This design comes from an exercise in tuning for small area and a short achievable clock period on the open sky130 flow, not from production work.

== main ==
==> flow/design.v <==
module fifo_flags_top (
  input  logic        clk,
  input  logic        rst_n,
  input  logic        winc,
  input  logic [31:0] wdata,
  input  logic        wclr_err,
  output logic        wfull,
  output logic        walmost_full,
  output logic        woverflow,
  output logic [6:0]  wlevel,
  input  logic        rinc,
  input  logic        rclr_err,
  output logic [31:0] rdata,
  output logic        rempty,
  output logic        ralmost_empty,
  output logic        runderflow,
  output logic [6:0]  rlevel
);
  async_fifo_flags #(
    .WIDTH(32), .DEPTH(64), .SYNC_STAGES(2), .AF_LEVEL(60), .AE_LEVEL(4), .FWFT(0)
  ) u_fifo (
    .wclk(clk), .rclk(clk), .rst_n(rst_n),
    .winc(winc), .wdata(wdata), .wclr_err(wclr_err),
    .wfull(wfull), .walmost_full(walmost_full), .woverflow(woverflow), .wlevel(wlevel),
    .rinc(rinc), .rclr_err(rclr_err), .rdata(rdata), .rempty(rempty),
    .ralmost_empty(ralmost_empty), .runderflow(runderflow), .rlevel(rlevel)
  );
endmodule

package async_fifo_pkg;
  localparam int SYNC_STAGES_MIN = 2;
  localparam int SYNC_STAGES_MAX = 4;
  localparam int PTR_W_MAX       = 32;
  typedef logic [PTR_W_MAX-1:0] ptr_t;
  function automatic logic [PTR_W_MAX-1:0] bin2gray(input logic [PTR_W_MAX-1:0] b);
    bin2gray = b ^ (b >> 1);
  endfunction
  function automatic logic [PTR_W_MAX-1:0] gray2bin(input logic [PTR_W_MAX-1:0] gray);
    logic [PTR_W_MAX-1:0] bin;
    bin = gray;
    for (int i = 1; i < PTR_W_MAX; i++) begin
      bin = bin ^ (gray >> i);
    end
    gray2bin = bin;
  endfunction
endpackage
module gray_ptr_sync #(
  parameter int WIDTH  = 7,
  parameter int STAGES = 2
) (
  input  logic             clk,
  input  logic             rst_n,
  input  logic [WIDTH-1:0] gray_in,
  output logic [WIDTH-1:0] gray_out
);
  logic [STAGES-1:0][WIDTH-1:0] sync_q;
  logic [STAGES-1:0][WIDTH-1:0] sync_d;
  always_comb begin
    sync_d = {sync_q[STAGES-2:0], gray_in};
  end
  always_ff @(posedge clk or negedge rst_n) begin
    if (!rst_n) begin
      sync_q <= '0;
    end else begin
      sync_q <= sync_d;
    end
  end
  assign gray_out = sync_q[STAGES-1];
endmodule
module async_fifo_flags
#(
  parameter int WIDTH       = 32,
  parameter int DEPTH       = 64,
  parameter int SYNC_STAGES = 2,
  parameter int AF_LEVEL    = DEPTH - 4,
  parameter int AE_LEVEL    = 4,
  parameter int FWFT        = 0,
  localparam int ADDR_W     = $clog2(DEPTH)
) (
  input  logic              wclk,
  input  logic              rclk,
  input  logic              rst_n,
  input  logic              winc,
  input  logic [WIDTH-1:0]  wdata,
  input  logic              wclr_err,
  output logic              wfull,
  output logic              walmost_full,
  output logic              woverflow,
  output logic [ADDR_W:0]   wlevel,
  input  logic              rinc,
  input  logic              rclr_err,
  output logic [WIDTH-1:0]  rdata,
  output logic              rempty,
  output logic              ralmost_empty,
  output logic              runderflow,
  output logic [ADDR_W:0]   rlevel
);
  localparam int PTR_W  = ADDR_W + 1;
  localparam int SYNC_N = (SYNC_STAGES < async_fifo_pkg::SYNC_STAGES_MIN) ? async_fifo_pkg::SYNC_STAGES_MIN :
                          (SYNC_STAGES > async_fifo_pkg::SYNC_STAGES_MAX) ? async_fifo_pkg::SYNC_STAGES_MAX : SYNC_STAGES;
  localparam int LAG    = SYNC_N + 1;
  localparam int LO_W   = ADDR_W / 2;
  localparam int HI_W   = ADDR_W - LO_W;
  localparam int LO_N   = 1 << LO_W;
  localparam int HI_N   = 1 << HI_W;
  localparam int LO_COPIES = HI_N;
  logic [1:0] wrst_q, rrst_q;
  logic       wrst_n, rrst_n;
  always_ff @(posedge wclk or negedge rst_n) begin
    if (!rst_n) wrst_q <= 2'b00;
    else        wrst_q <= {wrst_q[0], 1'b1};
  end
  always_ff @(posedge rclk or negedge rst_n) begin
    if (!rst_n) rrst_q <= 2'b00;
    else        rrst_q <= {rrst_q[0], 1'b1};
  end
  assign wrst_n = wrst_q[1];
  assign rrst_n = rrst_q[1];
  logic [WIDTH-1:0] mem [DEPTH];
  function automatic logic ge_c(input logic [PTR_W-1:0] q, input int k);
    logic gt, eq;
    if (k <= 0) begin
      ge_c = 1'b1;
    end else if (k >= (1 << PTR_W)) begin
      ge_c = 1'b0;
    end else begin
      gt = 1'b0;
      eq = 1'b1;
      for (int i = PTR_W - 1; i >= 0; i--) begin
        if (((k >> i) & 1) == 1) begin
          eq = eq & q[i];
        end else begin
          gt = gt | (eq & q[i]);
          eq = eq & !q[i];
        end
      end
      ge_c = gt | eq;
    end
  endfunction
  localparam logic [PTR_W-1:0] LVL_MAX = '1;
  logic [ADDR_W-1:0] wptr_q;
  logic [PTR_W-1:0]  wlevel_q, wlevel_d;
  logic              wfull_q, wfull_d, waf_q, waf_d, wovf_q, wovf_d, w_accept;
  logic [LAG-1:0]    racc_hist_q;    
  logic              r_accept, w_pop_seen;
  logic              wfull_dn, wfull_st, wfull_up, waf_dn, waf_st, waf_up;
  always_comb begin
    w_accept   = winc && !wfull_q;
    w_pop_seen = racc_hist_q[LAG-1];
    wfull_dn   = (wlevel_q == PTR_W'(DEPTH + 1));
    wfull_st   = (wlevel_q == PTR_W'(DEPTH));
    wfull_up   = (wlevel_q == PTR_W'(DEPTH - 1));
    waf_dn     = ge_c(wlevel_q, AF_LEVEL + 1) || (wlevel_q == '0);
    waf_st     = ge_c(wlevel_q, AF_LEVEL);
    waf_up     = ge_c(wlevel_q, AF_LEVEL - 1) && (wlevel_q != LVL_MAX);
    if (w_accept == w_pop_seen) begin
      wlevel_d = wlevel_q;
      wfull_d  = wfull_st;
      waf_d    = waf_st;
    end else if (w_accept) begin
      wlevel_d = wlevel_q + PTR_W'(1);
      wfull_d  = wfull_up;
      waf_d    = waf_up;
    end else begin
      wlevel_d = wlevel_q - PTR_W'(1);
      wfull_d  = wfull_dn;
      waf_d    = waf_dn;
    end
    wovf_d   = (winc && wfull_q) ? 1'b1 : (wclr_err ? 1'b0 : wovf_q);
  end
  always_ff @(posedge wclk or negedge wrst_n) begin
    if (!wrst_n) begin
      wptr_q      <= '0;
      wlevel_q    <= '0;
      wfull_q     <= 1'b0;
      waf_q       <= 1'b0;
      wovf_q      <= 1'b0;
      racc_hist_q <= '0;
    end else begin
      wptr_q      <= wptr_q + ADDR_W'(w_accept);
      wlevel_q    <= wlevel_d;
      wfull_q     <= wfull_d;
      waf_q       <= waf_d;
      wovf_q      <= wovf_d;
      racc_hist_q <= {racc_hist_q[LAG-2:0], r_accept};
    end
  end
  always_ff @(posedge wclk) begin
    if (w_accept) mem[wptr_q] <= wdata;
  end
  logic [LO_N-1:0]  rlo_q [LO_COPIES];  
  logic [HI_N-1:0]  rhi_q;           
  logic [PTR_W-1:0] rlevel_q, rlevel_d;
  logic             rempty_q, rempty_d, rae_q, rae_d, runf_q, runf_d;
  logic [LAG-1:0]   wacc_hist_q;     
  logic             r_push_seen;
  logic             rempty_dn, rempty_st, rempty_up, rae_dn, rae_st, rae_up;
  always_comb begin
    r_accept    = rinc && !rempty_q;
    r_push_seen = wacc_hist_q[LAG-1];
    rempty_dn   = (rlevel_q == PTR_W'(1));
    rempty_st   = (rlevel_q == '0);
    rempty_up   = (rlevel_q == LVL_MAX);
    rae_dn      = !rempty_st && !ge_c(rlevel_q, AE_LEVEL + 2);
    rae_st      = !ge_c(rlevel_q, AE_LEVEL + 1);
    rae_up      = !ge_c(rlevel_q, AE_LEVEL) || rempty_up;
    if (r_accept == r_push_seen) begin
      rlevel_d = rlevel_q;
      rempty_d = rempty_st;
      rae_d    = rae_st;
    end else if (r_push_seen) begin
      rlevel_d = rlevel_q + PTR_W'(1);
      rempty_d = rempty_up;
      rae_d    = rae_up;
    end else begin
      rlevel_d = rlevel_q - PTR_W'(1);
      rempty_d = rempty_dn;
      rae_d    = rae_dn;
    end
    runf_d   = (rinc && rempty_q) ? 1'b1 : (rclr_err ? 1'b0 : runf_q);
  end
  always_ff @(posedge rclk or negedge rrst_n) begin
    if (!rrst_n) begin
      for (int c = 0; c < LO_COPIES; c++) rlo_q[c] <= LO_N'(1);
      rhi_q       <= HI_N'(1);
      rlevel_q    <= '0;
      rempty_q    <= 1'b1;
      rae_q       <= 1'b1;
      runf_q      <= 1'b0;
      wacc_hist_q <= '0;
    end else begin
      if (r_accept) begin
        for (int c = 0; c < LO_COPIES; c++) rlo_q[c] <= {rlo_q[c][LO_N-2:0], rlo_q[c][LO_N-1]};
        if (rlo_q[0][LO_N-1]) rhi_q <= {rhi_q[HI_N-2:0], rhi_q[HI_N-1]};
      end
      rlevel_q    <= rlevel_d;
      rempty_q    <= rempty_d;
      rae_q       <= rae_d;
      runf_q      <= runf_d;
      wacc_hist_q <= {wacc_hist_q[LAG-2:0], w_accept};
    end
  end
  logic [WIDTH-1:0] grp_word [HI_N];
  logic [WIDTH-1:0] head_word;
  always_comb begin
    for (int g = 0; g < HI_N; g++) begin
      grp_word[g] = '0;
      for (int j = 0; j < LO_N; j++) begin
        for (int b = 0; b < WIDTH; b++)
          grp_word[g][b] = grp_word[g][b] | (mem[g*LO_N + j][b] & rlo_q[b * LO_COPIES / WIDTH][j]);
      end
    end
    head_word = '0;
    for (int g = 0; g < HI_N; g++) begin
      head_word = head_word | (grp_word[g] & {WIDTH{rhi_q[g]}});
    end
  end
  generate
    if (FWFT != 0) begin : g_fwft
      assign rdata = rempty_q ? '0 : head_word;
    end else begin : g_reg
      logic [WIDTH-1:0] rdata_q;
      always_ff @(posedge rclk or negedge rrst_n) begin
        if (!rrst_n)       rdata_q <= '0;
        else if (r_accept) rdata_q <= head_word;
      end
      assign rdata = rdata_q;
    end
  endgenerate
  assign wfull         = wfull_q;
  assign walmost_full  = waf_q;
  assign woverflow     = wovf_q;
  assign wlevel        = wlevel_q;
  assign rempty        = rempty_q;
  assign ralmost_empty = rae_q;
  assign runderflow    = runf_q;
  assign rlevel        = rlevel_q;
endmodule
==> flow/config.mk <==
export PLATFORM = sky130hd
export DESIGN_NAME = fifo_flags_top
export DESIGN_NICKNAME = fifo_flags_top
export VERILOG_FILES = /design/flow/design.v
export SDC_FILE = /design/flow/constraint.sdc
export NUM_CORES = 4
export LEC_CHECK = 0
export CAP_MARGIN = 20
export CORE_MARGIN = 2
export CORE_UTILIZATION = 63
export CTS_CLUSTER_DIAMETER = 100
export CTS_CLUSTER_SIZE = 30
export PLACE_DENSITY = 0.72
export SETUP_SLACK_MARGIN = 1.8
export SLEW_MARGIN = 20
==> flow/constraint.sdc <==
create_clock -name core_clock -period 4.0 [get_ports {clk}]
set_input_delay 0.8000 -clock core_clock [delete_from_list [all_inputs] [get_ports {clk}]]
set_output_delay 0.8000 -clock core_clock [all_outputs]
set_load 0.01 [all_outputs]
run.sh (not shown) runs the stock make flow with config.mk's settings and CLKGATE_MAP_FILE= SYNTH_SCRIPT=/design/flow/synth_recipe.tcl, a recipe that flattens the netlist after the stock synthesis.
[inputs] the feature branch vs main
diff --git a/flow/design.v b/flow/design.v
--- a/flow/design.v
+++ b/flow/design.v
@@ -104,5 +104,5 @@
   localparam int LO_N   = 1 << LO_W;
   localparam int HI_N   = 1 << HI_W;
-  localparam int LO_COPIES = HI_N;
+  localparam int LO_COPIES = (WIDTH >= 32) ? WIDTH / 2 : WIDTH;
   logic [1:0] wrst_q, rrst_q;
   logic       wrst_n, rrst_n;
@@ -142,9 +142,10 @@
   logic [PTR_W-1:0]  wlevel_q, wlevel_d;
   logic              wfull_q, wfull_d, waf_q, waf_d, wovf_q, wovf_d, w_accept;
+  logic              wfull_acc_q, wfull_acc_d, wfull_mem_q, wfull_mem_d;
   logic [LAG-1:0]    racc_hist_q;    
   logic              r_accept, w_pop_seen;
   logic              wfull_dn, wfull_st, wfull_up, waf_dn, waf_st, waf_up;
   always_comb begin
-    w_accept   = winc && !wfull_q;
+    w_accept   = winc && !wfull_acc_q;
     w_pop_seen = racc_hist_q[LAG-1];
     wfull_dn   = (wlevel_q == PTR_W'(DEPTH + 1));
@@ -167,5 +168,7 @@
       waf_d    = waf_dn;
     end
-    wovf_d   = (winc && wfull_q) ? 1'b1 : (wclr_err ? 1'b0 : wovf_q);
+    wovf_d      = (winc && wfull_acc_q) ? 1'b1 : (wclr_err ? 1'b0 : wovf_q);
+    wfull_acc_d = (wlevel_d == PTR_W'(DEPTH));
+    wfull_mem_d = wlevel_d[PTR_W-1] && !(|wlevel_d[PTR_W-2:0]);
   end
   always_ff @(posedge wclk or negedge wrst_n) begin
@@ -174,4 +177,6 @@
       wlevel_q    <= '0;
       wfull_q     <= 1'b0;
+      wfull_acc_q <= 1'b0;
+      wfull_mem_q <= 1'b0;
       waf_q       <= 1'b0;
       wovf_q      <= 1'b0;
@@ -181,4 +186,6 @@
       wlevel_q    <= wlevel_d;
       wfull_q     <= wfull_d;
+      wfull_acc_q <= wfull_acc_d;
+      wfull_mem_q <= wfull_mem_d;
       waf_q       <= waf_d;
       wovf_q      <= wovf_d;
@@ -187,5 +194,5 @@
   end
   always_ff @(posedge wclk) begin
-    if (w_accept) mem[wptr_q] <= wdata;
+    if (!wfull_mem_q) mem[wptr_q] <= wdata;
   end
   logic [LO_N-1:0]  rlo_q [LO_COPIES];  
Notes after the runs:
Number of stages on the worst setup path in the feature branch is 5 above main.
When the final numbers for the feature branch and main were put side by side, the synthesized area turned out to be smaller in main.
In terms of clock tree cell share of total cell area, the feature branch and main differ only marginally.
Diff main -> the feature branch: post-synthesis to final-layout area growth now sits lower, vias after detailed routing went down 0.35%, total number of placement rows now larger, maximum frequency has decreased.
In the feature branch, the final standard cell utilization of the core came out 1.8 points below the value in main.
No functional check of the RTL was part of any run of this note.

[re-timing with driven ports]
How much do the figures lean on ideal ports? The routed layouts below were timed once more, with nothing changed but the port constraints. Step 1: set_driving_cell puts a clkbuf_16 on clk and a buf_2 on each other input, an assumption about the parent block. Step 2 times the ports against the registers' clock, not the clock port: input delays grow and output delays shrink by t, the midpoint of the rising clock arrivals with the driver on. Three values: ideal ports, drivers, drivers and shift; two values: the first two.
run | shift t [ns] | slack for setup (ns) | worst slew at a driven data input, ns
main | 0.803 | 1.663 / 1.663 / 1.289 | 0.14
the feature branch | 0.795 | 1.591 / 1.591 / 0.978 | 0.13
After both steps setup and hold are still met in every run listed. For the feature branch, which loses most, drivers alone change the setup slack by 0.000 ns; drivers and shift together by -0.613 ns.
